This is an optimization exercise on Yosys and OpenROAD, whose aim is small area, a short achievable clock period and few clock cycles, not a production implementation.
RTL that was checked went through simulation tests only; none was proved equivalent to the original.
For runs 1 to 7, only the layout was checked, not whether the RTL still works.
Power is estimated from default activity; no workload was simulated.

==> design.v <==
`default_nettype none
package lbp_pkg;
    localparam int C_UP_BITS = 3;
    localparam int C_QDEPTH = 5;
endpackage
`default_nettype wire
`default_nettype none
module lbp_line_buffer #(
    parameter int DEPTH = 131,
    parameter int DW    = 8,
    parameter int UB    = 3
) (
    input  logic                  clk,
    input  logic                  load,
    input  logic [DW-1:0]         din,
    input  logic                  upd,
    input  logic [UB-1:0]         ub_in,
    output logic [DEPTH*DW-1:0]   pix,
    output logic [DEPTH*UB-1:0]   ub
);
    logic [DEPTH*DW-1:0] r_pix;
    logic [DEPTH*UB-1:0] r_ub;
    always_ff @(posedge clk) begin
        r_pix <= {r_pix[(DEPTH-1)*DW-1:0], (load ? din : r_pix[(DEPTH-1)*DW +: DW])};
        r_ub  <= {r_ub[(DEPTH-1)*UB-1:2*UB],
                  (upd ? ub_in : r_ub[UB +: UB]),
                  r_ub[0 +: UB],
                  r_ub[(DEPTH-1)*UB +: UB]};
    end
    assign pix = r_pix;
    assign ub  = r_ub;
endmodule
`default_nettype wire
`default_nettype none
module lbp_stream #(
    parameter int IMG_W = 128,
    parameter int IMG_H = 128,
    parameter int DW    = 8,
    parameter int AW    = $clog2(IMG_W*IMG_H)
) (
    input  logic          clk,
    input  logic          reset,
    input  logic          gray_ready,
    input  logic [DW-1:0] thr,
    output logic          gray_req,
    output logic [AW-1:0] gray_addr,
    input  logic [DW-1:0] gray_data,
    output logic          lbp_valid,
    input  logic          lbp_ready,
    output logic [AW-1:0] lbp_addr,
    output logic [7:0]    lbp_data,
    output logic          finish
);
    localparam int CW    = $clog2(IMG_W);
    localparam int RW    = $clog2(IMG_H);
    localparam int RD    = IMG_W + 2;             
    localparam int PW    = $clog2(RD);
    localparam int UB    = lbp_pkg::C_UP_BITS;
    localparam int QD    = lbp_pkg::C_QDEPTH;
    localparam int NW    = $clog2(QD + 1);
    logic             r_started;
    logic             r_req;
    logic [CW-1:0]    r_rcol;        
    logic [RW-1:0]    r_rrow;
    logic             r_rdone;       
    logic [PW-1:0]    r_ph;          
    logic             r_infl;        
    logic             r_v0;          
    logic             r_req_code;    
    logic             r_infl_code;   
    logic             r_v0_code;     
    logic [DW-1:0]    r_thr;
    logic [NW-1:0]    r_qn;          
    logic [NW-1:0]    r_cred;        
    logic             r_lbp_valid;
    logic [CW-1:0]    r_ocol;        
    logic [RW-1:0]    r_orow;
    logic             r_finish;
    logic [RD*DW-1:0]     w_pix;
    logic [RD*UB-1:0]     w_ub;
    logic [QD-1:0][7:0]   r_q;       
    logic [DW-1:0]        w_l [0:RD-1];
    logic [DW-1:0]        r_l_out;   
    logic [DW:0]          r_ref_c;   
    logic [DW:0]          r_ref_u;   
    logic [UB-1:0]        w_up_new;
    logic [7:0]           w_code;
    logic             w_push;
    logic             w_pop;
    logic             w_rlast;
    logic             w_rdone_nxt;
    logic             w_base;
    logic             w_cr;
    logic             w_ok_hold;
    logic             w_ok_pop;
    logic             w_req_nxt;
    logic [NW-1:0]    w_cred_hold;
    logic [NW-1:0]    w_cred_pop;
    logic [NW-1:0]    w_qn_hold;
    logic [NW-1:0]    w_qn_pop;
    for (genvar k = 0; k < RD; k++) begin : g_tap
        assign w_l[k] = w_pix[k*DW +: DW];
    end
    lbp_line_buffer #(
        .DEPTH (RD),
        .DW    (DW),
        .UB    (UB)
    ) u_ring (
        .clk   (clk),
        .load  (r_infl),
        .din   (gray_data),
        .upd   (r_v0),
        .ub_in (w_up_new),
        .pix   (w_pix),
        .ub    (w_ub)
    );
    always_ff @(posedge clk) begin
        r_l_out <= w_l[RD-1];
        r_ref_c <= {1'b0, w_l[IMG_W]} + {1'b0, r_thr};
        r_ref_u <= {1'b0, w_l[0]} + {1'b0, r_thr};
    end
    assign w_up_new[0] = ({1'b0, r_l_out}      >= r_ref_u);
    assign w_up_new[1] = ({1'b0, w_l[IMG_W+1]} >= r_ref_u);
    assign w_up_new[2] = ({1'b0, w_l[IMG_W]}   >= r_ref_u);
    assign w_code[2:0] = w_ub[(IMG_W+1)*UB +: UB];
    assign w_code[3]   = ({1'b0, r_l_out}  >= r_ref_c);
    assign w_code[4]   = ({1'b0, w_l[IMG_W]} >= r_ref_c);
    assign w_code[5]   = ({1'b0, w_l[2]}   >= r_ref_c);
    assign w_code[6]   = ({1'b0, w_l[1]}   >= r_ref_c);
    assign w_code[7]   = ({1'b0, w_l[0]}   >= r_ref_c);
    assign w_push = r_v0_code;
    assign w_pop  = r_lbp_valid && lbp_ready;
    assign w_rlast     = (r_rrow == RW'(IMG_H-1)) && (r_rcol == CW'(IMG_W-1));
    assign w_rdone_nxt = r_rdone || (r_req && w_rlast);
    assign w_cr = r_req ? ((r_rrow >= RW'(2)) && (r_rcol >= CW'(1)) && (r_rcol <= CW'(IMG_W-2)))
                        : ((r_rrow >= RW'(2)) && (r_rcol >= CW'(2)));
    assign w_base      = (r_started || gray_ready) && !w_rdone_nxt && (r_ph == '0);
    assign w_ok_hold   = w_base && (r_cred <  NW'(QD));
    assign w_ok_pop    = w_base && (r_cred <= NW'(QD));
    assign w_cred_hold = r_cred + NW'(w_ok_hold && w_cr);
    assign w_cred_pop  = r_cred - NW'(!(w_ok_pop && w_cr));
    assign w_req_nxt   = w_pop ? w_ok_pop : w_ok_hold;
    assign w_qn_hold   = r_qn + NW'(w_push);
    assign w_qn_pop    = r_qn - NW'(!w_push);
    always_ff @(posedge clk or posedge reset) begin
        if (reset) begin
            r_started   <= 1'b0;
            r_req       <= 1'b0;
            r_rcol      <= '0;
            r_rrow      <= '0;
            r_rdone     <= 1'b0;
            r_ph        <= '0;
            r_infl      <= 1'b0;
            r_v0        <= 1'b0;
            r_req_code  <= 1'b0;
            r_infl_code <= 1'b0;
            r_v0_code   <= 1'b0;
            r_cred      <= '0;
        end else begin
            if (gray_ready) r_started <= 1'b1;
            r_req   <= w_req_nxt;
            r_rdone <= w_rdone_nxt;
            if (r_req) begin
                r_rcol <= r_rcol + CW'(1);
                if (r_rcol == CW'(IMG_W-1)) r_rrow <= r_rrow + RW'(1);
            end
            if (w_req_nxt || !r_started || (r_ph == PW'(RD-1)))
                r_ph <= '0;
            else
                r_ph <= r_ph + PW'(1);
            r_infl      <= r_req;
            r_v0        <= r_infl;
            r_req_code  <= w_req_nxt && w_cr;
            r_infl_code <= r_req_code;
            r_v0_code   <= r_infl_code;
            r_cred      <= w_pop ? w_cred_pop : w_cred_hold;
        end
    end
    always_ff @(posedge clk) begin
        if (!r_started && gray_ready) r_thr <= thr;
    end
    always_ff @(posedge clk) begin
        for (int i = 0; i < QD; i++) begin
            if (w_pop) begin
                if (w_push && (r_qn == NW'(i+1)))
                    r_q[i] <= w_code;
                else if (i < QD-1)
                    r_q[i] <= r_q[(i < QD-1) ? i+1 : i];
            end else if (w_push && (r_qn == NW'(i))) begin
                r_q[i] <= w_code;
            end
        end
    end
    always_ff @(posedge clk or posedge reset) begin
        if (reset) begin
            r_qn        <= '0;
            r_lbp_valid <= 1'b0;
            r_ocol      <= CW'(1);
            r_orow      <= RW'(1);
            r_finish    <= 1'b0;
        end else begin
            r_qn        <= w_pop ? w_qn_pop : w_qn_hold;
            r_lbp_valid <= w_pop ? (w_qn_pop != '0) : (w_qn_hold != '0);
            if (w_pop) begin
                if (r_ocol == CW'(IMG_W-2)) begin
                    r_ocol <= CW'(1);
                    r_orow <= r_orow + RW'(1);
                end else begin
                    r_ocol <= r_ocol + CW'(1);
                end
                if ((r_orow == RW'(IMG_H-2)) && (r_ocol == CW'(IMG_W-2)))
                    r_finish <= 1'b1;
            end
        end
    end
    assign gray_req  = r_req;
    assign gray_addr = {r_rrow, r_rcol};
    assign lbp_valid = r_lbp_valid;
    assign lbp_addr  = {r_orow, r_ocol};
    assign lbp_data  = r_q[0];
    assign finish    = r_finish;
endmodule
`default_nettype wire
==> run.sh <==
#!/bin/bash
# synth_recipe.tcl (not shown) runs the flow's synth.tcl, then flattens the netlist and writes it again
# the make line also repeats each setting of config.mk as NAME=value (left out here)
make -C /OpenROAD-flow-scripts/flow DESIGN_CONFIG=/design/flow/config.mk WORK_HOME=/design/flow/orfs CLKGATE_MAP_FILE= SYNTH_SCRIPT=/design/flow/synth_recipe.tcl finish
==> config.mk <==
export PLATFORM = sky130hd
export DESIGN_NAME = lbp_stream
export DESIGN_NICKNAME = lbp_stream
export VERILOG_FILES = /design/flow/design.v
export SDC_FILE = /design/flow/constraint.sdc
export NUM_CORES = 4
export LEC_CHECK = 0
export CAP_MARGIN = 20
export CORE_MARGIN = 2
export CORE_UTILIZATION = 40
export SETUP_SLACK_MARGIN = 3.0
export SLEW_MARGIN = 20
==> constraint.sdc <==
create_clock -name core_clock -period 5.7 [get_ports {clk}]
set_input_delay 1.1400 -clock core_clock [delete_from_list [all_inputs] [get_ports {clk}]]
set_output_delay 1.1400 -clock core_clock [all_outputs]
set_load 0.01 [all_outputs]
==> qor.csv, run 1 <==
metric,value,unit
h-tree-depth,4,
synth_top_area_share,0.8311,
stdcell_area,0.04246,mm²
synth_warnings,3,
cp-end-kind,register,
place.gp.congestion,0.7921,
startpoint,gray_ready,
slew_headroom,0.3802,
drc,0,
synth_ff_type,dfxtp_1,
place_ws,2.179,ns
final_nets,2427,
portBuffers,58,
rows,109,
grt_max_degree,53,
num_vias,14470,
start_kind,input pin,
hold_depth,0,
drt_iter0_drc,726,
worst_pin_slew,0.9197,ns
clkLatencyLatePin,0.71,ns
clock-skew-final,0.01564,ns
die_area,0.09153,mm²
yosysSeqAreaShare,0.8878,
async_reset_ff_frac,0.03342,
cts_tree,built,
first_pass_iters,5,
setup_slack,3.016,ns
required,6.32,ns
hold_start,u_ring.r_ub[49],
cts_buffer_depth,3,
numClockSinks,1556,
grt_pass1_wl,78050,µm
p_per_area,543.5,mW/mm²
antenna_cells,0,
totalWireLength,46890,µm
fmax,0.3726,GHz
drive_above_1_share,0.1233,
fin_crit_sh,0.4708,
ys_seq_elements,1556,
p_leak,17.73,nW
dp_hpwl,26880,µm
status,no timing/DRC/antenna violations,
clk_pin_slew,0.06,ns
hold_viol,0,
syn_area_per_cell,16.85,µm²
fp.coreArea,0.08837,mm²
syn_to_final_growth,19.10,%
ys_top_cells_by_area,"dfxtp_1 (83%), dfrtp_1 (3.5%), ha_1 (3.4%)",
synth-edff-count,24,
drv_slew,0,
yosysUniqueCellTypes,60,
synth_area_leader_cell,dfxtp_1,
timing.rr.start,r_rrow[0],
first_global_vias,15130,
grt_usage,0.1071,
ioPinCount,59,
dpl_cell_area,0.03762,mm²
cp_max_fo,5,
worstSetupPathType,input pin to register,
arrival,3.31,ns
syn_nets,2236,
grt_antenna_before_repair,0,
ff2ff_path_depth,10,
tns,0,ns
grt_remaining_overflow,0,
synth_cells,2116,
syn_area,0.03565,mm²
finalSetupViolCount,0,
rsz0062_at_grt,yes,
min_period,2.684,ns
hold_class,register to register,
avgViaCountPerCell,4.038,
drtAntennaViolNets,0,
die_x,302.5,µm
cts-root-buf,clkbuf_16,
numCtsBuffers,139,
wl_per_cell,13.09,µm
die_h,302.5,µm
hold_buffers,0,
vdd_drop_max,0.0004394,V
maxCapViolCount,0,
start_util,0.4034,
[cell usage in the layout (no fill, tap or decap), types with 10 or more instances in the layout]
cell type / netlist / final
a21o_1: 10 / 10
a21oi_1: 45 / 45
buf_4: 8 / 12
bufinv_16: 0 / 13
clkbuf_1: 8 / 21
clkbuf_16: 0 / 143
clkbuf_8: 0 / 27
clkdlybuf4s50_1: 0 / 19
clkinv_2: 0 / 25
dfrtp_1: 50 / 42
dfxtp_1: 1480 / 1480
dlygate4sd2_1: 0 / 27
edfxtp_1: 24 / 24
ha_1: 97 / 94
inv_1: 59 / 58
mux2_2: 13 / 13
nand2_1: 49 / 49
nand2b_1: 11 / 11
nand3_1: 20 / 20
nor2_1: 38 / 37
o21ai_0: 33 / 31
o22ai_1: 25 / 25
xnor2_1: 29 / 28
xor2_1: 11 / 11
[per-layer routing]
layer	track usage	vias to the layer above	part of all wire
met4	0.05219	0	0.029
met3	0.03745	119	0.055
met5	0	-	0
met2	0.1415	247	0.38
met1	0.1545	6825	0.53
li1	-	7274	-
[cells by family (layout without fill, tap and decap cells)]
group / Yosys count / after routing / synth area share
buffers and inverters: 79 / 380 / 0.009195
adders and majority gates: 100 / 100 / 0.03573
and+or+nand+nor: 167 / 167 / 0.02376
DFF: 1556 / 1556 / 0.8878
AOI/OAI and AO/OA: 160 / 160 / 0.02927
muxes: 14 / 14 / 0.004387
xor gates and xnor gates: 40 / 40 / 0.009826
[path summary, 6_finish.rpt]
| path | slack [ns] | to |
|---|---|---|
| worst max-delay path | 3.02 | r_cred[2] |
| worst min-delay path | 0.31 | u_ring.r_ub[52] |
| worst max register to register | 3.08 | r_cred[2] |
| worst min register to register | 0.31 | u_ring.r_ub[52] |
| max in group asynchronous | 4.15 | r_rcol[3] |
| min in group asynchronous | 0.93 | r_orow[2] |
[stage by stage]
step	power (mW)	hold WS (ns)	cells	utilization
3_3_place_gp	13.81	0.3096	3320	0.4256
3_5_place_dp	13.85	0.3121	3320	0.4256
4_1_cts	23.41	0.3110	3581	0.4803
5_1_grt	24.10	0.3159	3582	0.4805
2_1_floorplan	13.36	0.3096	2116	-
6_report	23.08	0.3147	3582	0.4805
[synthesized netlist by cell type (4+ instances only)]
| library cell | count |
|---|---|
| a211oi_1 | 8 |
| a21o_1 | 10 |
| a21oi_1 | 45 |
| a222oi_1 | 6 |
| and3_1 | 4 |
| buf_4 | 8 |
| clkbuf_1 | 8 |
| dfrtp_1 | 50 |
| dfxtp_1 | 1480 |
| edfxtp_1 | 24 |
| ha_1 | 97 |
| inv_1 | 59 |
| mux2_2 | 13 |
| nand2_1 | 49 |
| nand2b_1 | 11 |
| nand3_1 | 20 |
| nand3b_1 | 5 |
| nand4_1 | 8 |
| nor2_1 | 38 |
| nor2b_1 | 7 |
| nor3_1 | 4 |
| nor4_1 | 4 |
| o21a_1 | 5 |
| o21ai_0 | 33 |
| o22ai_1 | 25 |
| o32a_1 | 5 |
| xnor2_1 | 29 |
| xor2_1 | 11 |
[flip-flops by register name (all words and copies together) (netlist names), 3 cells and up]
| register | cells |
|---|---|
| r_cred | 3 |
| r_l_out | 8 |
| r_ocol | 7 |
| r_orow | 7 |
| r_ph | 8 |
| r_q | 40 |
| r_qn | 3 |
| r_rcol | 7 |
| r_ref_c | 9 |
| r_ref_u | 9 |
| r_rrow | 7 |
| r_thr | 8 |
| u_ring.r_pix | 1040 |
| u_ring.r_ub | 390 |
[final cells by class]
cell class	instances	area, µm²
clock buffer	191	4029
clock inverter	60	775.7
fill	7414	45910
inverter	59	222.7
multi-input combinational	481	3719
sequential	1556	31660
tap	1165	1458
timing repair buffer	70	594.3
[power breakdown]
part           total [mW]  leakage, nW  switching, mW  internal [mW]
Sequential           12.6         13.0          0.470           12.2
Combinational       0.987         2.36          0.542          0.444
Clock                9.45         2.36           3.86           5.59
[repair_timing]
action                     CTS  global route
setup endpoints to repair   44             9
gates resized for setup     78            12
pin swaps                    1             3
buffers inserted            10             1
[worst max-delay path, stage by stage]
cell	delay [ns]
clkdlybuf4s50_1	0.48
or2_4	0.16
and4_4	0.22
nand3_4	0.11
a2111oi_4	0.35
nand2b_1	0.16
ha_2	0.20
fa_2	0.22
xnor2_2	0.12
xnor2_1	0.14
==> run 2, diff against run 1 <==
--- a/config.mk
+++ b/config.mk
@@ -5,6 +5,7 @@
 export SDC_FILE = /design/flow/constraint.sdc
 export NUM_CORES = 4
 export LEC_CHECK = 0
+export ABC_CLOCK_PERIOD_IN_PS = 2000
 export CAP_MARGIN = 20
 export CORE_MARGIN = 2
 export CORE_UTILIZATION = 40
==> run 2 against run 1 <==
Compared with the run above:
- flip-flop and latch count did not move
- global-route usage stayed put
- clock skew did not move
- final area is the same
- synthesized cell count did not move
- highest routed layer unchanged
==> qor.csv, run 2 <==
metric,value,unit
reg2reg_slack,3.08,ns
worst_pin_slew,0.9197,ns
timing.rr.start,r_rrow[0],
switching_share,0.2112,
clkLatencyLatePin,0.71,ns
die_area,0.09153,mm²
p_per_area,543.5,mW/mm²
syn_nets,2236,
clkPwrFrac,0.410,
cp-endpoint,r_cred[2],
synth_warnings,3,
finalNonFillerCells,3582,
avgViaCountPerCell,4.038,
drc,0,
drt_iter0_drc,726,
drv_slew,0,
numClockSinks,1556,
met2_length,18010,µm
rsz0062_at_grt,yes,
routedLengthMet1,24930,µm
drive_above_1_share,0.1233,
grt_remaining_overflow,0,
start_util,0.4034,
cts-root-buf,clkbuf_16,
largest_reg_flops,1040,
synth-edff-count,24,
r2r_end,r_cred[2],
antenna_cells,0,
fill_cells,7414,
num_vias,14470,
wl_met3,2574,µm
grt_pass1_wl,78050,µm
synth_area_leader_cell,dfxtp_1,
synth_ff_type,dfxtp_1,
fp.coreArea,0.08837,mm²
portBuffers,58,
startpoint,gray_ready,
dp_hpwl,26880,µm
final_cell_mix,"dfxtp_1 (1480), clkbuf_16 (143), ha_1 (94), inv_1 (58), nand2_1 (49)",
place_ws,2.179,ns
wl_per_cell,13.09,µm
syn_area_per_cell,16.85,µm²
synth_top_area_share,0.8311,
drtAntennaViolNets,0,
sequentialPowerShare,0.548,
setup_slack,3.016,ns
ys_seq_elements,1556,
multi_input_area,0.003719,mm²
maxCapViolCount,0,
clock-skew-final,0.01564,ns
grt_max_degree,53,
yosysMostFrequentCell,dfxtp_1,
final_nets,2427,
hold_buffers,0,
first_pass_iters,5,
slew_headroom,0.3802,
totalWireLength,46890,µm
cts_buffer_depth,3,
p_sw,4.875,mW
syn_area,0.03565,mm²
cp-end-kind,register,
cts_tree,built,
ff2ff_path_depth,10,
fin_util,0.4805,
reg_top3,"u_ring.r_pix x1040, u_ring.r_ub x390, r_q x40",
yosysUniqueCellTypes,60,
tns,0,ns
die_h,302.5,µm
h-tree-depth,4,
vdd_drop_max,0.0004394,V
stdcell_area,0.04246,mm²
p_int,18.20,mW
grt_usage,0.1071,
die_x,302.5,µm
regMostFlops,u_ring.r_pix,
numCtsBuffers,139,
worstSetupPathType,input pin to register,
min_period,2.684,ns
ys_top_cells_by_area,"dfxtp_1 (83%), dfrtp_1 (3.5%), ha_1 (3.4%)",
syn_to_final_growth,19.10,%
highest_layer,met4,
layout_commonest_cell,dfxtp_1,
required,6.32,ns
yosysSeqAreaShare,0.8878,
async_reset_ff_frac,0.03342,
hold_viol,0,
clk_pin_slew,0.06,ns
netlist_top_cells_count,"dfxtp_1 (1480), ha_1 (97), inv_1 (59), dfrtp_1 (50), nand2_1 (49)",
place.gp.congestion,0.7921,
arrival,3.31,ns
synth_cells,2116,
regArea,0.03166,mm²
fmax,0.3726,GHz
finalSetupViolCount,0,
p_leak,17.73,nW
grt_antenna_before_repair,0,
first_global_vias,15130,
ioPinCount,59,
rows,109,
dpl_cell_area,0.03762,mm²
hold_class,register to register,
fin_crit_sh,0.4708,
p_comb_frac,0.043,
hold_start,u_ring.r_ub[49],
place_inst,3320,
start_kind,input pin,
cp_max_fo,5,
status,no timing/DRC/antenna violations,
## run 2: cell counts in the layout (fill, tap and decap cells not counted)
Identical to the previous run, type by type.
## run 2: worst min path at each step
stage,to,slack (ns),cells after the start
finish,u_ring.r_ub[52],0.31,0
floorplan,u_ring.r_pix[1000],0.31,0
CTS,u_ring.r_ub[52],0.31,0
global placement,u_ring.r_pix[481],0.31,0
detailed placement,u_ring.r_pix[149],0.31,0
global route,u_ring.r_ub[52],0.32,0
## run 2: final cells by class
cell class                 instances  area share
tap                             1165     0.03433
timing repair buffer              70     0.01400
clock buffer                     191     0.09488
inverter                          59    0.005245
clock inverter                    60     0.01827
multi-input combinational        481     0.08758
sequential                      1556      0.7457
## run 2: metrics by stage
step | power, mW | hold WS (ns)
2_1_floorplan | 13.36 | 0.3096
5_1_grt | 24.10 | 0.3159
3_3_place_gp | 13.81 | 0.3096
3_5_place_dp | 13.85 | 0.3121
6_report | 23.08 | 0.3147
4_1_cts | 23.41 | 0.3110
## run 2: power groups by stage
| stage | clock network (mW) | logic (mW) | registers [mW] |
|---|---|---|---|
| 2_1_floorplan | 0 | 0.680 | 12.7 |
| 3_3_place_gp | 0 | 0.925 | 12.9 |
| 3_5_place_dp | 0 | 0.972 | 12.9 |
| 4_1_cts | 9.75 | 0.993 | 12.7 |
| 5_1_grt | 10.2 | 1.12 | 12.8 |
| 6_report | 9.45 | 0.987 | 12.6 |
## run 2: timing repair
action / 4_1_cts / 5_1_grt
gates resized for setup: 78 / 12
endpoints found under the setup margin: 44 / 9
buffers inserted: 10 / 1
pin swaps: 1 / 3
## run 2: cell families after synthesis
logic type               share of synthesized area
flip-flops                                  0.8878
multiplexers                              0.004387
buffers and inverters                     0.009195
AND/OR/NAND/NOR                            0.02376
AO/OA/AOI/OAI                              0.02927
XOR/XNOR                                  0.009826
adder cells (fa/ha/maj)                    0.03573
## run 2: routing by layer
| layer | GRT usage | vias to the layer above |
|---|---|---|
| met5 | 0 | - |
| met4 | 0.05219 | 0 |
| met3 | 0.03745 | 119 |
| met2 | 0.1415 | 247 |
| met1 | 0.1545 | 6825 |
| li1 | - | 7274 |
## run 2: worst max-delay path: stages
cell             delay (ns)
clkdlybuf4s50_1        0.48
or2_4                  0.16
and4_4                 0.22
nand3_4                0.11
a2111oi_4              0.35
nand2b_1               0.16
ha_2                   0.20
fa_2                   0.22
xnor2_2                0.12
xnor2_1                0.14
==> run 3, diff against run 2 <==
--- a/config.mk
+++ b/config.mk
@@ -5,9 +5,8 @@
 export SDC_FILE = /design/flow/constraint.sdc
 export NUM_CORES = 4
 export LEC_CHECK = 0
-export ABC_CLOCK_PERIOD_IN_PS = 2000
 export CAP_MARGIN = 20
 export CORE_MARGIN = 2
 export CORE_UTILIZATION = 40
-export SETUP_SLACK_MARGIN = 3.0
+export SETUP_SLACK_MARGIN = 3.5
 export SLEW_MARGIN = 20
==> run 3 against run 2 <==
Compared with the run above:
- worst hold slack better by 0.0033 ns
- total power increased by 0.91%
- final area up 1.3%
- critical path depth fell by 8
- fmax increased by 5.8%
- largest cell class unchanged
- synthesized cell count stayed put
- utilization grew 0.62 points
- register-to-register slack improved by 0.12 ns
- clock power hardly changed
- flip-flop and latch count unchanged
- still clean on timing, DRC and antenna
- via count grew 2.3%
- sequential share of layout area fell by 0.93 points
==> qor.csv, run 3 <==
metric,value,unit
first_global_vias,15550,
clkLatencyLatePin,0.69,ns
slowest_stage,dfrtp_2,
worst_pin_slew,0.9217,ns
grt_antenna_before_repair,0,
netlist_top_cells_count,"dfxtp_1 (1480), ha_1 (97), inv_1 (59), dfrtp_1 (50), nand2_1 (49)",
ys_seq_elements,1556,
p_per_area,541.6,mW/mm²
layout_commonest_cell,dfxtp_1,
fp.coreArea,0.08837,mm²
cp_max_fo,5,
place.gp.congestion,0.8226,
numCtsBuffers,140,
start_util,0.4034,
synth_warnings,3,
vdd_drop_max,0.0003279,V
synth_cells,2116,
rsz0062_at_grt,yes,
ioPinCount,59,
hold_class,register to register,
rows,109,
required,4.56,ns
start_kind,register,
synth-edff-count,24,
place_inst,3320,
first_pass_iters,4,
final_cell_mix,"dfxtp_1 (1480), clkbuf_16 (152), ha_1 (93), inv_1 (56), buf_4 (53)",
syn_area_per_cell,16.85,µm²
synthMuxAreaShare,0.004387,
grt_max_degree,53,
min_period,2.537,ns
wl_per_cell,13.40,µm
clock-skew-final,0.01117,ns
num_vias,14790,
synth_ff_type,dfxtp_1,
crit_path_max_incr_delay,0.46,ns
place_ws,2.262,ns
cts_buffer_depth,3,
hold_ws,0.3180,ns
cts_tree,built,
syn_nets,2236,
hold_viol,0,
regMostFlops,u_ring.r_pix,
async_reset_ff_frac,0.03342,
yosysUniqueCellTypes,60,
cp_top_family,flip-flops,
yosysSeqAreaShare,0.8878,
portBuffers,58,
die_area,0.09153,mm²
grt_usage,0.1104,
final_nets,2475,
crit_buf_inv,2,
fill_cells,7340,
yosysMostFrequentCell,dfxtp_1,
ys_top_cells_by_area,"dfxtp_1 (83%), dfrtp_1 (3.5%), ha_1 (3.4%)",
worstSetupPathType,register to output pin,
largest_reg_flops,1040,
die_x,302.5,µm
tns,0,ns
synth_area_leader_cell,dfxtp_1,
drt_iter0_drc,583,
finalNonFillerCells,3625,
totalWireLength,48590,µm
drive_above_1_share,0.1549,
synth_fa_ha_area_frac,0.03573,
synth_compound_area_frac,0.02927,
numClockSinks,1556,
h-tree-depth,4,
multi_input_area,0.003820,mm²
syn_area,0.03565,mm²
synth_top_area_share,0.8311,
finalPower,23.29,mW
slew_headroom,0.3788,
status,no timing/DRC/antenna violations,
regArea,0.03167,mm²
grt_pass1_wl,80640,µm
grt_remaining_overflow,0,
synthSimpleGateAreaFrac,0.02376,
cts-root-buf,clkbuf_16,
fmax,0.3941,GHz
reg_top3,"u_ring.r_pix x1040, u_ring.r_ub x390, r_q x40",
drv_slew,0,
cp-end-kind,output pin,
clk_pin_slew,0.06,ns
p_leak,17.99,nW
arrival,1.40,ns
dp_hpwl,27370,µm
setup_slack,3.163,ns
drc,0,
synthXorXnorAreaFrac,0.009827,
finalSetupViolCount,0,
drtAntennaViolNets,0,
cp_cell_sequence,buf_6 -> buf_6,
avgViaCountPerCell,4.081,
die_h,302.5,µm
fin_crit_sh,0.4452,
synth_top_family_by_area,adder cells,
path_common_cell,buf_6,
syn_to_final_growth,20.63,%
maxCapViolCount,0,
==> run 3: power breakdown <==
group | total [mW] | leakage (nW) | switching [mW] | internal, mW
logic | 1.15 | 2.62 | 0.595 | 0.559
clock network | 9.47 | 2.38 | 3.75 | 5.73
registers | 12.7 | 13.0 | 0.490 | 12.2
total | 23.3 | 18.0 | 4.83 | 18.5
==> run 3: per-stage QoR <==
step | cell area (µm²) | util
after floorplan | 35710 | -
after global placement | 37650 | 0.4260
after detailed placement | 37650 | 0.4260
after CTS | 42700 | 0.4831
after global routing | 43000 | 0.4866
final | 43010 | 0.4866
==> run 3: cells by family (layout without fill, tap and decap cells) <==
logic type	after synthesis	in the layout
flops	1556	1556
xor+xnor	40	40
simple gates	167	167
buf+inv	79	422
fa+ha+maj	100	100
mux	14	14
other cells	0	1
compound gates	160	160
==> run 3: what timing repair did <==
action,4_1_cts,5_1_grt
pin swaps,13,11
hold buffers,0,0
endpoints found under the setup margin,98,85
hold endpoints to repair,0,0
resized for setup,217,30
buffers inserted,35,22
==> run 3: area by class of cell <==
cell class,count,share of cell area
tap,1165,0.03389
clock inverter,38,0.01207
multi-input combinational,481,0.08882
antenna,1,0.00005819
clock buffer,208,0.1001
inverter,59,0.005237
sequential,1556,0.7364
timing repair buffer,117,0.02342
==> run 3: metal layers <==
layer | part of all wire | GRT usage | vias up | wire length (µm)
met2 | 0.40 | 0.1504 | 274 | 19220
met5 | 0 | 0 | - | 0
li1 | - | - | 7373 | -
met4 | 0.030 | 0.05583 | 0 | 1464
met1 | 0.52 | 0.1557 | 7018 | 25080
met3 | 0.058 | 0.03709 | 128 | 2824
==> run 3: worst paths after layout <==
kind,from,endpoint,slack (ns),cells past startpoint
max reg2reg,r_ph[4],r_cred[2],3.20,10
min,u_ring.r_pix[217],u_ring.r_pix[225],0.32,0
min in group asynchronous,reset,r_orow[3],0.84,2
max,r_rcol[0],gray_addr[0],3.16,2
max in group asynchronous,reset,r_rrow[6],4.33,3
min reg2reg,u_ring.r_pix[217],u_ring.r_pix[225],0.32,0
==> run 4, diff against run 3 <==
--- a/config.mk
+++ b/config.mk
@@ -8,5 +8,7 @@
 export CAP_MARGIN = 20
 export CORE_MARGIN = 2
 export CORE_UTILIZATION = 40
+export CTS_CLUSTER_DIAMETER = 100
+export CTS_CLUSTER_SIZE = 30
 export SETUP_SLACK_MARGIN = 3.5
 export SLEW_MARGIN = 20
==> run 4 against run 3 <==
Compared with the run above:
- synthesized area did not move
- die area did not move
- register-to-register slack got worse by 0.02 ns
- worst setup slack improved by 0.0012 ns
- flip-flop and latch count did not move
- still clean
- clock skew rose by 0.013 ns
- wire length fell by 4.7%
- clock-buffer cell count fell by 136
- sequential power barely moved
==> qor.csv, run 4 <==
metric,value,unit
drtAntennaViolNets,0,
h-tree-depth,2,
required,6.24,ns
yosysUniqueCellTypes,60,
cp_max_fo,4,
vdd_drop_max,0.0003215,V
min_period,2.536,ns
cts_buffer_depth,3,
synth_ff_type,dfxtp_1,
die_h,302.5,µm
netlist_top_cells_count,"dfxtp_1 (1480), ha_1 (97), inv_1 (59), dfrtp_1 (50), nand2_1 (49)",
syn_area_per_cell,16.85,µm²
cp_cell_sequence,dlygate4sd2_1 -> or2_4 -> and4_4 -> nand3_4 -> buf_4 -> o21ai_4 -> nand2b_4 -> ha_4 -> fa_2 -> xnor2_2 -> xnor2_1,
avgViaCountPerCell,4.094,
place.gp.congestion,0.8226,
ys_seq_elements,1556,
cp-end-kind,register,
grt_antenna_before_repair,1,
grt_max_degree,53,
syn_to_final_growth,11.94,%
rows,109,
clkPwrFrac,0.262,
yosysSeqAreaShare,0.8878,
p_sw,4.051,mW
grt_remaining_overflow,0,
slowest_stage,fa_2,
synth-edff-count,24,
yosysMostFrequentCell,dfxtp_1,
reg2reg_slack,3.18,ns
syn_nets,2236,
start_util,0.4034,
status,no timing/DRC/antenna violations,
fmax,0.3943,GHz
p_per_area,469.4,mW/mm²
crit_path_max_incr_delay,0.38,ns
tns,0,ns
dp_hpwl,27370,µm
async_reset_ff_frac,0.03342,
clock-skew-final,0.02457,ns
regArea,0.03167,mm²
die_area,0.09153,mm²
wl_per_cell,13.38,µm
place_ws,2.262,ns
first_pass_iters,4,
ioPinCount,59,
clkLatencyLatePin,0.65,ns
setup_slack,3.164,ns
num_vias,14160,
fp.coreArea,0.08837,mm²
cts_tree,built,
hold_viol,0,
arrival,3.07,ns
synth_warnings,3,
rsz0062_at_grt,yes,
numClockSinks,1556,
fin_crit_sh,0.4450,
synth_area_leader_cell,dfxtp_1,
drc,0,
numCtsBuffers,58,
drt_iter0_drc,640,
slew_headroom,0.3678,
grt_pass1_wl,76160,µm
first_global_vias,14530,
regMostFlops,u_ring.r_pix,
portBuffers,58,
fill_cells,7590,
layout_commonest_cell,dfxtp_1,
cts-root-buf,clkbuf_16,
worstSetupPathType,input pin to register,
final_cell_mix,"dfxtp_1 (1479), ha_1 (93), clkbuf_16 (61), inv_1 (55), buf_4 (55)",
reg_top3,"u_ring.r_pix x1040, u_ring.r_ub x390, r_q x40",
switching_share,0.2162,
synth_cells,2116,
ys_top_cells_by_area,"dfxtp_1 (83%), dfrtp_1 (3.5%), ha_1 (3.4%)",
largest_reg_flops,1040,
sequentialPowerShare,0.675,
hold_class,register to register,
die_x,302.5,µm
clk_pin_slew,0.11,ns
finalSetupViolCount,0,
antenna_cells,0,
hold_buffers,0,
syn_area,0.03565,mm²
synth_top_area_share,0.8311,
drv_slew,0,
p_comb_frac,0.064,
multi_input_area,0.003847,mm²
start_kind,input pin,
worst_pin_slew,0.9380,ns
p_leak,16.44,nW
totalWireLength,46280,µm
p_int,14.68,mW
maxCapViolCount,0,
final_nets,2398,
grt_usage,0.1022,
drive_above_1_share,0.1025,
[run 4: layout make-up]
| cell class | count | area share |
|---|---|---|
| flip-flops and latches | 1556 | 0.7936 |
| multi-input cells | 481 | 0.09640 |
| clock buffers | 72 | 0.03875 |
| well taps | 1165 | 0.03652 |
| repair buffers | 122 | 0.02715 |
| inverters | 59 | 0.005706 |
| clock inverters | 3 | 0.001912 |
[run 4: cells by family after synthesis]
family	after synthesis	share of synthesized area
flops	1556	0.8878
simple gates	167	0.02376
compound gates	160	0.02927
fa+ha+maj	100	0.03573
buf+inv	79	0.009195
xor+xnor	40	0.009826
mux	14	0.004387
[run 4: layer usage]
metal / wire length, µm / global-route usage
met1: 24930 / 0.1557
met2: 18330 / 0.1445
met3: 1866 / 0.02141
met4: 1163 / 0.03190
met5: 0 / 0
[run 4: final timing paths]
check | start | endpoint | depth (start not counted)
worst max register to register | r_rrow[0] | r_cred[2] | 10
max in group asynchronous | reset | r_orow[0] | 3
worst min register to register | u_ring.r_ub[57] | u_ring.r_ub[60] | 0
worst min-delay path | u_ring.r_ub[57] | u_ring.r_ub[60] | 0
worst max-delay path | gray_ready | r_cred[2] | 11
min in group asynchronous | reset | r_orow[3] | 2
[run 4: metrics by stage]
| step | power, mW | hold WS (ns) | std cells | instance area, µm² | utilization |
|---|---|---|---|---|---|
| after global routing | 19.64 | 0.3244 | 3458 | 39910 | 0.4516 |
| after floorplan | 13.37 | 0.3096 | 2116 | 35710 | - |
| after global placement | 13.82 | 0.3100 | 3320 | 37650 | 0.4260 |
| after detailed placement | 13.86 | 0.3121 | 3320 | 37650 | 0.4260 |
| final | 18.74 | 0.3199 | 3458 | 39910 | 0.4516 |
| after CTS | 18.88 | 0.3196 | 3434 | 39530 | 0.4473 |
[run 4: worst max-delay path, delay by kind of cell]
kind                       cells  cell delay, ns
xor gates and xnor gates       2            0.28
adders and majority gates      2            0.54
AOI/OAI and AO/OA              1            0.16
and+or+nand+nor                4            0.55
buffers and inverters          2            0.39
[run 4: power by group through the flow]
stage	combinational [mW]	sequential [mW]	clock, mW
after detailed placement	0.971	12.9	0
after global placement	0.923	12.9	0
after CTS	1.09	12.7	5.12
final	1.20	12.6	4.90
after global routing	1.34	12.8	5.51
after floorplan	0.691	12.7	0
[run 4: repair_timing]
item,CTS,global route
setup endpoints to repair,100,83
cloned,0,1
setup buffers,39,22
resized for setup,219,43
pin swaps,14,14
==> run 5, diff against run 4 <==
--- a/design.v
+++ b/design.v
@@ -57,7 +57,6 @@
     localparam int PW    = $clog2(RD);
     localparam int UB    = lbp_pkg::C_UP_BITS;
     localparam int QD    = lbp_pkg::C_QDEPTH;
-    localparam int NW    = $clog2(QD + 1);
     logic             r_started;
     logic             r_req;
     logic [CW-1:0]    r_rcol;        
@@ -70,8 +69,8 @@
     logic             r_infl_code;   
     logic             r_v0_code;     
     logic [DW-1:0]    r_thr;
-    logic [NW-1:0]    r_qn;          
-    logic [NW-1:0]    r_cred;        
+    logic [QD-1:0]    r_qn;          
+    logic [QD-1:0]    r_cred;        
     logic             r_lbp_valid;
     logic [CW-1:0]    r_ocol;        
     logic [RW-1:0]    r_orow;
@@ -94,10 +93,10 @@
     logic             w_ok_hold;
     logic             w_ok_pop;
     logic             w_req_nxt;
-    logic [NW-1:0]    w_cred_hold;
-    logic [NW-1:0]    w_cred_pop;
-    logic [NW-1:0]    w_qn_hold;
-    logic [NW-1:0]    w_qn_pop;
+    logic [QD-1:0]    w_cred_hold;
+    logic [QD-1:0]    w_cred_pop;
+    logic [QD-1:0]    w_qn_hold;
+    logic [QD-1:0]    w_qn_pop;
     for (genvar k = 0; k < RD; k++) begin : g_tap
         assign w_l[k] = w_pix[k*DW +: DW];
     end
@@ -134,14 +133,14 @@
     assign w_rdone_nxt = r_rdone || (r_req && w_rlast);
     assign w_cr = r_req ? ((r_rrow >= RW'(2)) && (r_rcol >= CW'(1)) && (r_rcol <= CW'(IMG_W-2)))
                         : ((r_rrow >= RW'(2)) && (r_rcol >= CW'(2)));
-    assign w_base      = (r_started || gray_ready) && !w_rdone_nxt && (r_ph == '0);
-    assign w_ok_hold   = w_base && (r_cred <  NW'(QD));
-    assign w_ok_pop    = w_base && (r_cred <= NW'(QD));
-    assign w_cred_hold = r_cred + NW'(w_ok_hold && w_cr);
-    assign w_cred_pop  = r_cred - NW'(!(w_ok_pop && w_cr));
+    assign w_base      = r_started && !w_rdone_nxt && (r_ph == '0);
+    assign w_ok_hold   = w_base && !r_cred[QD-1];
+    assign w_ok_pop    = w_base;
+    assign w_cred_hold = (w_ok_hold && w_cr) ? {r_cred[QD-2:0], 1'b1} : r_cred;
+    assign w_cred_pop  = (w_ok_pop  && w_cr) ? r_cred : {1'b0, r_cred[QD-1:1]};
     assign w_req_nxt   = w_pop ? w_ok_pop : w_ok_hold;
-    assign w_qn_hold   = r_qn + NW'(w_push);
-    assign w_qn_pop    = r_qn - NW'(!w_push);
+    assign w_qn_hold   = w_push ? {r_qn[QD-2:0], 1'b1} : r_qn;
+    assign w_qn_pop    = w_push ? r_qn : {1'b0, r_qn[QD-1:1]};
     always_ff @(posedge clk or posedge reset) begin
         if (reset) begin
             r_started   <= 1'b0;
@@ -179,14 +178,16 @@
     always_ff @(posedge clk) begin
         if (!r_started && gray_ready) r_thr <= thr;
     end
+    logic [QD:0] w_qtop;
+    assign w_qtop = {r_qn, 1'b1} & ~{1'b0, r_qn};
     always_ff @(posedge clk) begin
         for (int i = 0; i < QD; i++) begin
             if (w_pop) begin
-                if (w_push && (r_qn == NW'(i+1)))
+                if (w_push && w_qtop[i+1])
                     r_q[i] <= w_code;
                 else if (i < QD-1)
                     r_q[i] <= r_q[(i < QD-1) ? i+1 : i];
-            end else if (w_push && (r_qn == NW'(i))) begin
+            end else if (w_push && w_qtop[i]) begin
                 r_q[i] <= w_code;
             end
         end
@@ -200,7 +201,7 @@
             r_finish    <= 1'b0;
         end else begin
             r_qn        <= w_pop ? w_qn_pop : w_qn_hold;
-            r_lbp_valid <= w_pop ? (w_qn_pop != '0) : (w_qn_hold != '0);
+            r_lbp_valid <= w_pop ? w_qn_pop[0] : w_qn_hold[0];
             if (w_pop) begin
                 if (r_ocol == CW'(IMG_W-2)) begin
                     r_ocol <= CW'(1);
==> run 5 against run 4 <==
Compared with the run above:
- still clean on timing, DRC and antenna
- final cell count about the same
- fmax rose by 1.9%
- critical path depth decreased by 10
- worst setup slack gained 0.046 ns
- synthesized cell count is 0.38% higher
- combinational power shrank 9%
- first-iteration DRC count shrank 10%
- flip-flop and latch count increased by 3
- clock-buffer cell count down 1
- sequential power barely moved
- wire length is 2.2% lower
==> qor.csv, run 5 <==
metric,value,unit
async_reset_ff_frac,0.03528,
min_period,2.490,ns
cts_tree,built,
worstSetupPathType,register to output pin,
totalWireLength,45260,µm
p_sw,3.943,mW
syn_to_final_growth,11.22,%
grt_remaining_overflow,0,
switching_share,0.2133,
avgViaCountPerCell,4.095,
worst_pin_slew,0.7848,ns
rows,109,
hold_ws,0.3150,ns
syn_area_per_cell,16.79,µm²
start_util,0.4034,
finalSetupViolCount,0,
grt_pass1_wl,74830,µm
numCtsBuffers,57,
fmax,0.4016,GHz
wl_per_cell,13.09,µm
yosysMostFrequentCell,dfxtp_1,
status,no timing/DRC/antenna violations,
first_global_vias,14500,
cp_top_family,flip-flops,
clock-skew-final,0.02668,ns
synth-edff-count,24,
place_ws,1.981,ns
die_h,302.5,µm
crit_buf_inv,1,
portBuffers,58,
grt_max_degree,56,
reg_top3,"u_ring.r_pix x1040, u_ring.r_ub x390, r_q x40",
cts_buffer_depth,3,
cp_cell_sequence,buf_6,
synth_cells,2124,
vdd_drop_max,0.0002715,V
syn_area,0.03565,mm²
final_nets,2391,
rsz0062_at_grt,yes,
num_vias,14160,
dp_hpwl,26560,µm
p_leak,16.25,nW
slew_headroom,0.4768,
yosysSeqAreaShare,0.8899,
fin_util,0.4487,
clkLatencyLatePin,0.66,ns
clk_pin_slew,0.12,ns
drtAntennaViolNets,0,
fill_cells,7638,
die_area,0.09153,mm²
synth_top_area_share,0.8311,
syn_nets,2238,
finalNonFillerCells,3457,
required,4.56,ns
tns,0,ns
layout_commonest_cell,dfxtp_1,
cp_max_fo,2,
die_x,302.5,µm
ys_top_cells_by_area,"dfxtp_1 (83%), dfrtp_1 (3.7%), ha_1 (3.2%)",
place.gp.congestion,0.7584,
numClockSinks,1559,
synth_area_leader_cell,dfxtp_1,
p_comb_frac,0.059,
hold_viol,0,
final_cell_mix,"dfxtp_1 (1479), ha_1 (91), clkbuf_16 (58), nand2_1 (56), a21oi_1 (53)",
setup_slack,3.210,ns
synth_warnings,3,
yosysUniqueCellTypes,55,
ioPinCount,59,
place_inst,3333,
synth_ff_type,dfxtp_1,
drv_slew,0,
cts-root-buf,clkbuf_16,
p_int,14.54,mW
fp.coreArea,0.08837,mm²
start_kind,register,
grt_antenna_before_repair,2,
p_per_area,466.3,mW/mm²
cp-end-kind,output pin,
finalPower,18.49,mW
hold_class,register to register,
slowest_stage,dfstp_2,
drt_iter0_drc,575,
sequentialPowerShare,0.681,
ys_seq_elements,1559,
arrival,1.35,ns
largest_reg_flops,1040,
crit_path_max_incr_delay,0.58,ns
netlist_top_cells_count,"dfxtp_1 (1480), ha_1 (92), nand2_1 (58), a21oi_1 (54), dfrtp_1 (53)",
drive_above_1_share,0.09428,
clkPwrFrac,0.260,
fin_crit_sh,0.4369,
regMostFlops,u_ring.r_pix,
first_pass_iters,6,
grt_usage,0.1005,
stdcell_area,0.03965,mm²
maxCapViolCount,0,
dpl_cell_area,0.03762,mm²
drc,0,
h-tree-depth,2,
[run 5: cell count changes after synthesis, sizes merged, moves of 6 or more]
cell	change
a21oi	+9
a211oi	-7
and3	+6
a222oi	-6
inv	-8
a31o	+7
mux2i	+10
nand2	+9
and2	+6
[run 5: layout make-up]
| class | count | area (µm²) | share of cell area |
|---|---|---|---|
| Antenna cell | 1 | 2.502 | 0.00006311 |
| Clock inverter | 2 | 36.28 | 0.0009151 |
| Sequential cell | 1559 | 31740 | 0.8006 |
| Timing Repair Buffer | 112 | 955.9 | 0.02411 |
| Clock buffer | 71 | 1500 | 0.03784 |
| Multi-Input combinational cell | 496 | 3759 | 0.09479 |
| Inverter | 51 | 195.2 | 0.004923 |
| Tap cell | 1165 | 1458 | 0.03676 |
[run 5: power by group through the flow]
stage,combinational [mW],clock [mW],sequential (mW)
after CTS,1.04,5.03,12.6
after global routing,1.21,5.40,12.7
after floorplan,0.587,0,12.7
after global placement,0.814,0,12.9
after detailed placement,0.862,0,12.9
final,1.09,4.81,12.6
[run 5: kinds of logic (layout without fill, tap and decap cells)]
logic type	Yosys count	after routing	share of synthesized area
muxes	21	21	0.006247
adders and majority gates	94	94	0.03341
AOI/OAI and AO/OA	158	158	0.02702
buffers and inverters	69	236	0.008142
xor gates and xnor gates	40	40	0.009826
other	0	1	0
DFF	1559	1559	0.8899
and+or+nand+nor	183	183	0.02541
[run 5: layer usage]
metal	wire [µm]	share of wire	track usage	vias up
met5	25	0.00055	0	-
met3	2064	0.046	0.02277	88
li1	-	-	-	7105
met1	23440	0.52	0.1473	6781
met4	1343	0.030	0.03601	4
met2	18380	0.41	0.1456	180
[run 5: path summary, 6_finish.rpt]
path | start | end | slack [ns] | cells past startpoint
max | r_ocol[0] | lbp_addr[0] | 3.21 | 1
min | u_ring.r_ub[34] | u_ring.r_ub[37] | 0.32 | 0
max reg2reg | r_ph[3] | r_cred[3] | 3.41 | 6
min reg2reg | u_ring.r_ub[34] | u_ring.r_ub[37] | 0.32 | 0
max in group asynchronous | reset | r_req | 4.07 | 3
min in group asynchronous | reset | r_finish | 1.08 | 3
[run 5: repair_timing]
action	CTS	global route
hold endpoints to repair	0	0
buffers inserted	44	6
setup endpoints to repair	109	90
resized for setup	214	27
hold buffers	0	0
pin swaps	12	4
==> run 6, diff against run 5 <==
--- a/config.mk
+++ b/config.mk
@@ -7,8 +7,9 @@
 export LEC_CHECK = 0
 export CAP_MARGIN = 20
 export CORE_MARGIN = 2
-export CORE_UTILIZATION = 40
+export CORE_UTILIZATION = 65
 export CTS_CLUSTER_DIAMETER = 100
 export CTS_CLUSTER_SIZE = 30
+export PLACE_DENSITY = 0.75
 export SETUP_SLACK_MARGIN = 3.5
 export SLEW_MARGIN = 20
==> run 6 against run 5 <==
Compared with the run above:
- synthesized cell count did not move
- synthesized area did not move
- combinational power rose by 5%
- clock power barely moved
- final cell count fell by 13%
- worst setup slack improved by 0.015 ns
- first-iteration DRC count rose by 17%
==> qor.csv, run 6 <==
metric,value,unit
grt_antenna_before_repair,0,
grt_usage,0.1674,
final_cell_mix,"dfxtp_1 (1480), ha_1 (90), clkbuf_16 (59), nand2_1 (55), a21oi_1 (53)",
grt_max_degree,56,
synth_warnings,3,
worst_pin_slew,0.8777,ns
ys_top_cells_by_area,"dfxtp_1 (83%), dfrtp_1 (3.7%), ha_1 (3.2%)",
reg_top3,"u_ring.r_pix x1040, u_ring.r_ub x390, r_q x40",
cp_cell_sequence,buf_6,
layout_commonest_cell,dfxtp_1,
cp_top_family,flip-flops,
drt_iter0_drc,670,
synth-edff-count,24,
drv_slew,0,
reg2reg_slack,3.27,ns
fin_crit_sh,0.4343,
cp-end-kind,output pin,
finalSetupViolCount,0,
numClockSinks,1559,
yosysSeqAreaShare,0.8899,
totalWireLength,46490,µm
p_leak,16.23,nW
fmax,0.4039,GHz
first_global_vias,14490,
worstSetupPathType,register to output pin,
fp.coreArea,0.05403,mm²
syn_to_final_growth,9.588,%
crit_path_max_incr_delay,0.58,ns
syn_area_per_cell,16.79,µm²
yosysMostFrequentCell,dfxtp_1,
slew_headroom,0.4113,
grt_pass1_wl,75930,µm
synth_compound_area_frac,0.02702,
yosysUniqueCellTypes,55,
synth_cells,2124,
clk_pin_slew,0.10,ns
fill_cells,3266,
required,4.56,ns
cts-root-buf,clkbuf_16,
synthXorXnorAreaFrac,0.009827,
start_kind,register,
hold_class,register to register,
portBuffers,58,
synth_top_family_by_area,adder cells,
timing.rr.start,r_rcol[2],
drive_above_1_share,0.09360,
status,no timing/DRC/antenna violations,
netlist_top_cells_count,"dfxtp_1 (1480), ha_1 (92), nand2_1 (58), a21oi_1 (54), dfrtp_1 (53)",
p_per_area,475.6,mW/mm²
drc,0,
synthSimpleGateAreaFrac,0.02541,
syn_area,0.03565,mm²
maxCapViolCount,0,
tns,0,ns
min_period,2.476,ns
dp_hpwl,26120,µm
clkLatencyLatePin,0.64,ns
synth_top_area_share,0.8311,
regMostFlops,u_ring.r_pix,
largest_reg_flops,1040,
ioPinCount,59,
antenna_cells,0,
cts_buffer_depth,3,
synthMuxAreaShare,0.006247,
crit_buf_inv,1,
hold_depth,0,
synth_area_leader_cell,dfxtp_1,
finalNonFillerCells,2993,
stdcell_area,0.03907,mm²
numCtsBuffers,57,
avgViaCountPerCell,4.717,
rsz0062_at_grt,yes,
die_area,0.05674,mm²
ys_seq_elements,1559,
rows,85,
whs_endpoint,u_ring.r_pix[498],
first_pass_iters,5,
synth_fa_ha_area_frac,0.03341,
hold_buffers,0,
syn_nets,2238,
wl_per_cell,15.53,µm
die_x,238.2,µm
final_nets,2389,
ff2ff_path_depth,10,
hold_viol,0,
hold_start,u_ring.r_pix[490],
start_util,0.6599,
cp_max_fo,2,
r2r_end,r_cred[1],
place_inst,2862,
clock-skew-final,0.02721,ns
synth_ff_type,dfxtp_1,
num_vias,14120,
hold_ws,0.3277,ns
h-tree-depth,2,
dpl_cell_area,0.03702,mm²
die_h,238.2,µm
slowest_stage,dfstp_2,
arrival,1.34,ns
cts_tree,built,
grt_remaining_overflow,0,
drtAntennaViolNets,0,
place.gp.congestion,0.7856,
async_reset_ff_frac,0.03528,
vdd_drop_max,0.0004278,V
## run 6: metrics by stage
step / utilization / power, mW / worst slack, ns
after floorplan: - / 13.24 / 3.475
after global placement: 0.6853 / 13.66 / 2.132
after detailed placement: 0.6853 / 13.71 / 2.070
after CTS: 0.7201 / 18.64 / 3.196
after global routing: 0.7232 / 19.34 / 3.142
final: 0.7232 / 18.58 / 3.224
## run 6: per-layer routing
metal / track usage / up-vias / routed length, µm
met4: 0.04318 / 0 / 888
li1: - / 7102 / -
met2: 0.2555 / 195 / 20190
met3: 0.03239 / 67 / 2014
met5: 0 / - / 0
met1: 0.2489 / 6755 / 23400
## run 6: kinds of logic after synthesis
logic type,after synthesis
compound gates,158
xor+xnor,40
buf+inv,69
flops,1559
simple gates,183
fa+ha+maj,94
mux,21
## run 6: worst max-delay path by stage
stage / cells after the start / to / slack (ns) / startpoint
after floorplan: 7 / r_cred[3] / 3.47 / r_ph[2]
final: 1 / lbp_addr[0] / 3.22 / r_ocol[0]
after global routing: 10 / r_cred[1] / 3.14 / r_rcol[2]
after detailed placement: 8 / r_orow[5] / 2.07 / lbp_ready
after global placement: 8 / r_orow[5] / 2.13 / lbp_ready
after CTS: 1 / lbp_addr[0] / 3.20 / r_ocol[0]
## run 6: power by group
part	switching, mW	internal [mW]
clock	2.91	1.92
combinational	0.591	0.546
sequential	0.475	12.1
## run 6: area by class of cell
class / count / area, µm² / area share
Clock inverter: 1 / 8.758 / 0.0002242
Inverter: 51 / 195.2 / 0.004996
Tap cell: 696 / 870.8 / 0.02229
Timing Repair Buffer: 110 / 927.1 / 0.02373
Sequential cell: 1559 / 31740 / 0.8124
Multi-Input combinational cell: 496 / 3772 / 0.09655
Clock buffer: 80 / 1555 / 0.03981
## run 6: timing repair
| item | CTS | global route |
|---|---|---|
| setup endpoints to repair | 98 | 53 |
| buffers inserted | 39 | 11 |
| gates resized for setup | 220 | 23 |
| pin swaps | 9 | 4 |
| gates cloned | 0 | 0 |
==> run 7, diff against run 6 <==
--- a/config.mk
+++ b/config.mk
@@ -7,9 +7,8 @@
 export LEC_CHECK = 0
 export CAP_MARGIN = 20
 export CORE_MARGIN = 2
-export CORE_UTILIZATION = 65
-export CTS_CLUSTER_DIAMETER = 100
+export CORE_UTILIZATION = 40
+export CTS_CLUSTER_DIAMETER = 60
 export CTS_CLUSTER_SIZE = 30
-export PLACE_DENSITY = 0.75
-export SETUP_SLACK_MARGIN = 3.5
+export SETUP_SLACK_MARGIN = 3.8
 export SLEW_MARGIN = 20
==> run 7 against run 6 <==
Compared with the run above:
- still clean on timing, DRC and antenna
- worst setup slack lost 0.041 ns
- die area grew 61%
- critical path depth is the same
- critical path type unchanged
==> qor.csv, run 7 <==
metric,value,unit
grt_max_degree,56,
finalSetupViolCount,0,
crit_buf_inv,1,
start_kind,register,
p_leak,16.82,nW
dp_hpwl,26590,µm
first_global_vias,14770,
syn_area,0.03565,mm²
hold_viol,0,
synth_cells,2124,
final_nets,2414,
totalWireLength,46530,µm
rsz0062_at_grt,yes,
drive_above_1_share,0.1354,
ys_seq_elements,1559,
vdd_drop_max,0.0002604,V
numClockSinks,1559,
fill_cells,7523,
avgViaCountPerCell,4.102,
synth_area_leader_cell,dfxtp_1,
antenna_cells,0,
fmax,0.3973,GHz
drv_slew,0,
numCtsBuffers,73,
grt_remaining_overflow,0,
cts_buffer_depth,3,
cts_tree,built,
start_util,0.4034,
syn_area_per_cell,16.79,µm²
fin_crit_sh,0.4416,
cp_top_family,flip-flops,
synth_warnings,3,
drtAntennaViolNets,0,
wl_per_cell,13.27,µm
first_pass_iters,5,
yosysSeqAreaShare,0.8899,
drt_iter0_drc,701,
die_h,302.5,µm
drc,0,
slew_headroom,0.5068,
clk_pin_slew,0.10,ns
arrival,1.38,ns
cp_max_fo,1,
status,no timing/DRC/antenna violations,
tns,0,ns
die_area,0.09153,mm²
hold_class,register to register,
maxCapViolCount,0,
min_period,2.517,ns
yosysUniqueCellTypes,55,
reg_top3,"u_ring.r_pix x1040, u_ring.r_ub x390, r_q x40",
grt_usage,0.1026,
slowest_stage,edfxtp_1,
synth_ff_type,dfxtp_1,
stdcell_area,0.04096,mm²
async_reset_ff_frac,0.03528,
clock-skew-final,0.02176,ns
portBuffers,58,
rows,109,
ys_top_cells_by_area,"dfxtp_1 (83%), dfrtp_1 (3.7%), ha_1 (3.2%)",
yosysMostFrequentCell,dfxtp_1,
grt_antenna_before_repair,0,
netlist_top_cells_count,"dfxtp_1 (1480), ha_1 (92), nand2_1 (58), a21oi_1 (54), dfrtp_1 (53)",
h-tree-depth,3,
clkLatencyLatePin,0.63,ns
fp.coreArea,0.08837,mm²
place.gp.congestion,0.7835,
grt_pass1_wl,75980,µm
layout_commonest_cell,dfxtp_1,
dpl_cell_area,0.03770,mm²
crit_path_max_incr_delay,0.55,ns
synth_top_area_share,0.8311,
cp-end-kind,output pin,
num_vias,14380,
syn_to_final_growth,14.89,%
largest_reg_flops,1040,
p_per_area,486.9,mW/mm²
synth-edff-count,24,
cts-root-buf,clkbuf_16,
worstSetupPathType,register to output pin,
ioPinCount,59,
syn_nets,2238,
regMostFlops,u_ring.r_pix,
cp_cell_sequence,buf_6,
die_x,302.5,µm
hold_buffers,0,
final_cell_mix,"dfxtp_1 (1474), ha_1 (85), clkbuf_16 (75), buf_4 (55), nand2_1 (53)",
required,4.56,ns
worst_pin_slew,0.7399,ns
==> run 7: cell counts after synthesis <==
Identical to the previous run, type by type.
==> run 7: path summary, 6_finish.rpt <==
| kind | startpoint | end | slack [ns] | cells past startpoint |
|---|---|---|---|---|
| setup / recovery | r_q[6] | lbp_data[6] | 3.18 | 1 |
| hold / removal | u_ring.r_pix[133] | u_ring.r_pix[141] | 0.32 | 0 |
| setup reg to reg | r_ph[6] | r_cred[3] | 3.44 | 6 |
| hold reg to reg | u_ring.r_pix[133] | u_ring.r_pix[141] | 0.32 | 0 |
| max in group asynchronous | reset | r_qn[0] | 4.09 | 3 |
| min in group asynchronous | reset | r_orow[5] | 1.07 | 3 |
==> run 7: cells by family after synthesis <==
| group | after synthesis | synth area share |
|---|---|---|
| buffers and inverters | 69 | 0.008142 |
| AO/OA/AOI/OAI | 158 | 0.02702 |
| adder cells (fa/ha/maj) | 94 | 0.03341 |
| flip-flops | 1559 | 0.8899 |
| multiplexers | 21 | 0.006247 |
| AND/OR/NAND/NOR | 183 | 0.02541 |
| XOR/XNOR | 40 | 0.009826 |
==> run 7: stage by stage <==
stage,std cells,utilization,hold WS (ns),setup WS [ns],power [mW]
floorplan,2124,-,0.3096,3.475,13.26
global placement,3330,0.4266,0.3103,2.325,13.66
detailed placement,3330,0.4266,0.3121,2.304,13.73
CTS,3492,0.4598,0.3196,3.140,20.11
global route,3507,0.4635,0.3245,3.129,20.81
finish,3507,0.4635,0.3185,3.183,19.94
==> run 7: area by class of cell <==
| type | instances | area (µm²) | area share |
|---|---|---|---|
| flip-flops and latches | 1559 | 31760 | 0.7754 |
| clock inverters | 36 | 583.1 | 0.01423 |
| multi-input cells | 497 | 4030 | 0.09839 |
| well taps | 1165 | 1458 | 0.03559 |
| repair buffers | 118 | 1006 | 0.02456 |
| clock buffers | 81 | 1929 | 0.04710 |
| inverters | 51 | 195.2 | 0.004765 |
==> run 7: metal layers <==
| metal | track usage | wire, µm | vias up |
|---|---|---|---|
| li1 | - | - | 7204 |
| met1 | 0.1503 | 24450 | 6814 |
| met4 | 0.03917 | 1106 | 0 |
| met3 | 0.02356 | 2162 | 94 |
| met5 | 0 | 0 | - |
| met2 | 0.1474 | 18810 | 272 |
==> run 7: power by group <==
group	switching, mW	internal (mW)	total [mW]	leakage (nW)
Sequential	0.469	12.1	12.6	13.0
Combinational	0.551	0.555	1.11	2.62
Clock	3.43	2.80	6.23	1.21
==> run 7: timing repair <==
action                                  4_1_cts  5_1_grt
pin swaps                                    25       29
endpoints found under the hold margin         0        0
gates cloned                                  1        0
endpoints found under the setup margin      117       88
resized for setup                           227       49
setup buffers                                44       15
==> run 8, diff against run 7 <==
--- a/design.v
+++ b/design.v
@@ -145,8 +145,6 @@
         if (reset) begin
             r_started   <= 1'b0;
             r_req       <= 1'b0;
-            r_rcol      <= '0;
-            r_rrow      <= '0;
             r_rdone     <= 1'b0;
             r_ph        <= '0;
             r_infl      <= 1'b0;
@@ -159,10 +157,6 @@
             if (gray_ready) r_started <= 1'b1;
             r_req   <= w_req_nxt;
             r_rdone <= w_rdone_nxt;
-            if (r_req) begin
-                r_rcol <= r_rcol + CW'(1);
-                if (r_rcol == CW'(IMG_W-1)) r_rrow <= r_rrow + RW'(1);
-            end
             if (w_req_nxt || !r_started || (r_ph == PW'(RD-1)))
                 r_ph <= '0;
             else
@@ -176,6 +170,27 @@
         end
     end
     always_ff @(posedge clk) begin
+        if (!r_started) begin
+            r_rcol <= '0;
+            r_rrow <= '0;
+            r_ocol <= CW'(1);
+            r_orow <= RW'(1);
+        end else begin
+            if (r_req) begin
+                r_rcol <= r_rcol + CW'(1);
+                if (r_rcol == CW'(IMG_W-1)) r_rrow <= r_rrow + RW'(1);
+            end
+            if (w_pop) begin
+                if (r_ocol == CW'(IMG_W-2)) begin
+                    r_ocol <= CW'(1);
+                    r_orow <= r_orow + RW'(1);
+                end else begin
+                    r_ocol <= r_ocol + CW'(1);
+                end
+            end
+        end
+    end
+    always_ff @(posedge clk) begin
         if (!r_started && gray_ready) r_thr <= thr;
     end
     logic [QD:0] w_qtop;
@@ -196,22 +211,12 @@
         if (reset) begin
             r_qn        <= '0;
             r_lbp_valid <= 1'b0;
-            r_ocol      <= CW'(1);
-            r_orow      <= RW'(1);
             r_finish    <= 1'b0;
         end else begin
             r_qn        <= w_pop ? w_qn_pop : w_qn_hold;
             r_lbp_valid <= w_pop ? w_qn_pop[0] : w_qn_hold[0];
-            if (w_pop) begin
-                if (r_ocol == CW'(IMG_W-2)) begin
-                    r_ocol <= CW'(1);
-                    r_orow <= r_orow + RW'(1);
-                end else begin
-                    r_ocol <= r_ocol + CW'(1);
-                end
-                if ((r_orow == RW'(IMG_H-2)) && (r_ocol == CW'(IMG_W-2)))
-                    r_finish <= 1'b1;
-            end
+            if (w_pop && (r_orow == RW'(IMG_H-2)) && (r_ocol == CW'(IMG_W-2)))
+                r_finish <= 1'b1;
         end
     end
     assign gray_req  = r_req;
--- a/config.mk
+++ b/config.mk
@@ -8,7 +8,7 @@
 export CAP_MARGIN = 20
 export CORE_MARGIN = 2
 export CORE_UTILIZATION = 40
-export CTS_CLUSTER_DIAMETER = 60
+export CTS_CLUSTER_DIAMETER = 100
 export CTS_CLUSTER_SIZE = 30
-export SETUP_SLACK_MARGIN = 3.8
+export SETUP_SLACK_MARGIN = 3.5
 export SLEW_MARGIN = 20
==> run 8 against run 7 <==
Compared with the run above:
- total power shrank 8.5%
- via count shrank 1.6%
- first-iteration DRC count shrank 3.9%
- sequential power is essentially flat
- combinational power shrank 9%
- final cell count shrank 1.2%
- non-clock buffer count shrank 10
- clock skew grew 0.038 ns
- final area shrank 2.8%
- synthesized cell count grew 0.42%
- critical path type is now register to register
- largest cell class unchanged
- largest power group unchanged
==> qor.csv, run 8 <==
metric,value,unit
status,no timing/DRC/antenna violations,
final_nets,2396,
r2r_end,r_cred[3],
p_int,14.39,mW
required,6.29,ns
numClockSinks,1559,
ff2ff_path_depth,9,
stdcell_area,0.03983,mm²
cp-end-kind,register,
crit_path_max_incr_delay,0.50,ns
cp_max_fo,4,
place_inst,3340,
syn_area_per_cell,16.69,µm²
fin_crit_sh,0.4392,
yosysSeqAreaShare,0.8870,
slowest_stage,dfrtp_2,
reg2reg_slack,3.20,ns
ioPinCount,59,
first_global_vias,14400,
synth_top_area_share,0.8478,
slew_headroom,0.5741,
dpl_cell_area,0.03758,mm²
whs_endpoint,u_ring.r_pix[159],
finalNonFillerCells,3465,
grt_usage,0.1026,
hold_start,u_ring.r_pix[151],
synth-edff-count,24,
final_cell_mix,"dfxtp_1 (1479), ha_1 (92), clkbuf_16 (58), nand2_1 (54), a21oi_1 (53)",
clk_pin_slew,0.11,ns
h-tree-depth,2,
p_sw,3.864,mW
synth_warnings,3,
drv_slew,0,
reg_top3,"u_ring.r_pix x1040, u_ring.r_ub x390, r_q x40",
numCtsBuffers,58,
cts_buffer_depth,3,
totalWireLength,46500,µm
hold_depth,0,
tns,0,ns
min_period,2.504,ns
regMostFlops,u_ring.r_pix,
grt_max_degree,32,
die_h,302.4,µm
finalSetupViolCount,0,
yosysMostFrequentCell,dfxtp_1,
dp_hpwl,27830,µm
start_util,0.4036,
fp.coreArea,0.08824,mm²
maxCapViolCount,0,
hold_buffers,0,
clkLatencyLatePin,0.68,ns
fmax,0.3994,GHz
ys_seq_elements,1559,
place_ws,2.263,ns
grt_antenna_before_repair,0,
ys_top_cells_by_area,"dfxtp_1 (85%), ha_1 (3.2%), edfxtp_1 (2.0%)",
rsz0062_at_grt,yes,
syn_nets,2247,
clkPwrFrac,0.270,
cp_cell_sequence,buf_4 -> buf_8 -> nand4_1 -> o41ai_2 -> buf_4 -> or4_4 -> or2_4 -> or4b_4 -> o31ai_2,
drtAntennaViolNets,0,
regArea,0.03168,mm²
die_x,302.4,µm
drc,0,
netlist_top_cells_count,"dfxtp_1 (1508), ha_1 (92), nand2_1 (56), a21oi_1 (53), inv_1 (48)",
synth_ff_type,dfxtp_1,
multi_input_area,0.003860,mm²
syn_area,0.03561,mm²
sequentialPowerShare,0.674,
yosysUniqueCellTypes,51,
p_leak,16.26,nW
run 8: cell count changes after synthesis, moves of 5 or more:
cell	change
dfxtp_1	+28
nor2_1	-7
dfrtp_1	-26
nand2b_1	+5
nand3_1	-6
and2_1	+13
run 8: power groups by stage:
stage | clock network (mW) | registers [mW] | logic (mW)
2_1_floorplan | 0 | 12.4 | 0.579
3_3_place_gp | 0 | 12.5 | 0.767
3_5_place_dp | 0 | 12.6 | 0.815
4_1_cts | 5.14 | 12.3 | 0.990
5_1_grt | 5.53 | 12.4 | 1.14
6_report | 4.93 | 12.3 | 1.01
run 8: critical path, delay by kind of cell, from the launching register on:
kind	cells	cell delay, ns
AO/OA/AOI/OAI	2	0.17
AND/OR/NAND/NOR	4	1.26
flip-flops	1	0.50
buffers and inverters	3	0.47
run 8: routing by layer:
layer	share of wire	GRT usage
met1	0.53	0.1518
met2	0.39	0.1456
met3	0.056	0.02679
met4	0.025	0.03378
met5	0	0
run 8: area by class of cell:
class / instances / share of cell area
multi-input combinational: 507 / 0.09692
sequential: 1559 / 0.7954
clock inverter: 5 / 0.003173
timing repair buffer: 108 / 0.02532
tap: 1165 / 0.03660
antenna: 2 / 0.0001257
clock buffer: 71 / 0.03792
inverter: 48 / 0.004524
run 8: worst max path at each step:
| stage | startpoint | cells past startpoint | slack, ns | endpoint |
|---|---|---|---|---|
| after floorplan | r_ph[2] | 6 | 3.37 | r_cred[3] |
| after global placement | lbp_ready | 7 | 2.32 | r_orow[6] |
| after detailed placement | lbp_ready | 7 | 2.26 | r_orow[6] |
| after CTS | r_req | 1 | 3.16 | gray_req |
| after global routing | r_req | 1 | 3.15 | gray_req |
| final | r_req | 9 | 3.20 | r_cred[3] |
run 8: through the flow:
stage	hold WS (ns)	utilization
floorplan	0.3096	-
global placement	0.3102	0.4259
detailed placement	0.3121	0.4259
CTS	0.2649	0.4501
global route	0.2737	0.4513
finish	0.2831	0.4514
run 8: kinds of logic (layout without fill, tap and decap cells):
logic type / Yosys count / count (layout) / synth area share
flip-flops: 1559 / 1559 / 0.8870
AND/OR/NAND/NOR: 194 / 195 / 0.02790
AO/OA/AOI/OAI: 156 / 156 / 0.02702
adder cells (fa/ha/maj): 94 / 94 / 0.03345
buffers and inverters: 68 / 232 / 0.008257
XOR/XNOR: 39 / 39 / 0.009592
multiplexers: 23 / 23 / 0.006816
other: 0 / 2 / 0
run 8: timing repair:
item	4_1_cts	5_1_grt
endpoints found under the setup margin	110	85
cloned	0	1
pin swaps	5	3
endpoints found under the hold margin	0	0
setup buffers	39	7
gates resized for setup	289	11
Testbench counts of run 8, summed over its fixed seeds: cycles 262,240.

Re-timed with assumed drivers on the ports (clkbuf_16 on the clock, buf_2 on other inputs), run 8 has 3.163 ns of setup slack against 3.196 ns with ideal ports, and 3.074 ns once port delays also move by the mid clock arrival of 0.702 ns.
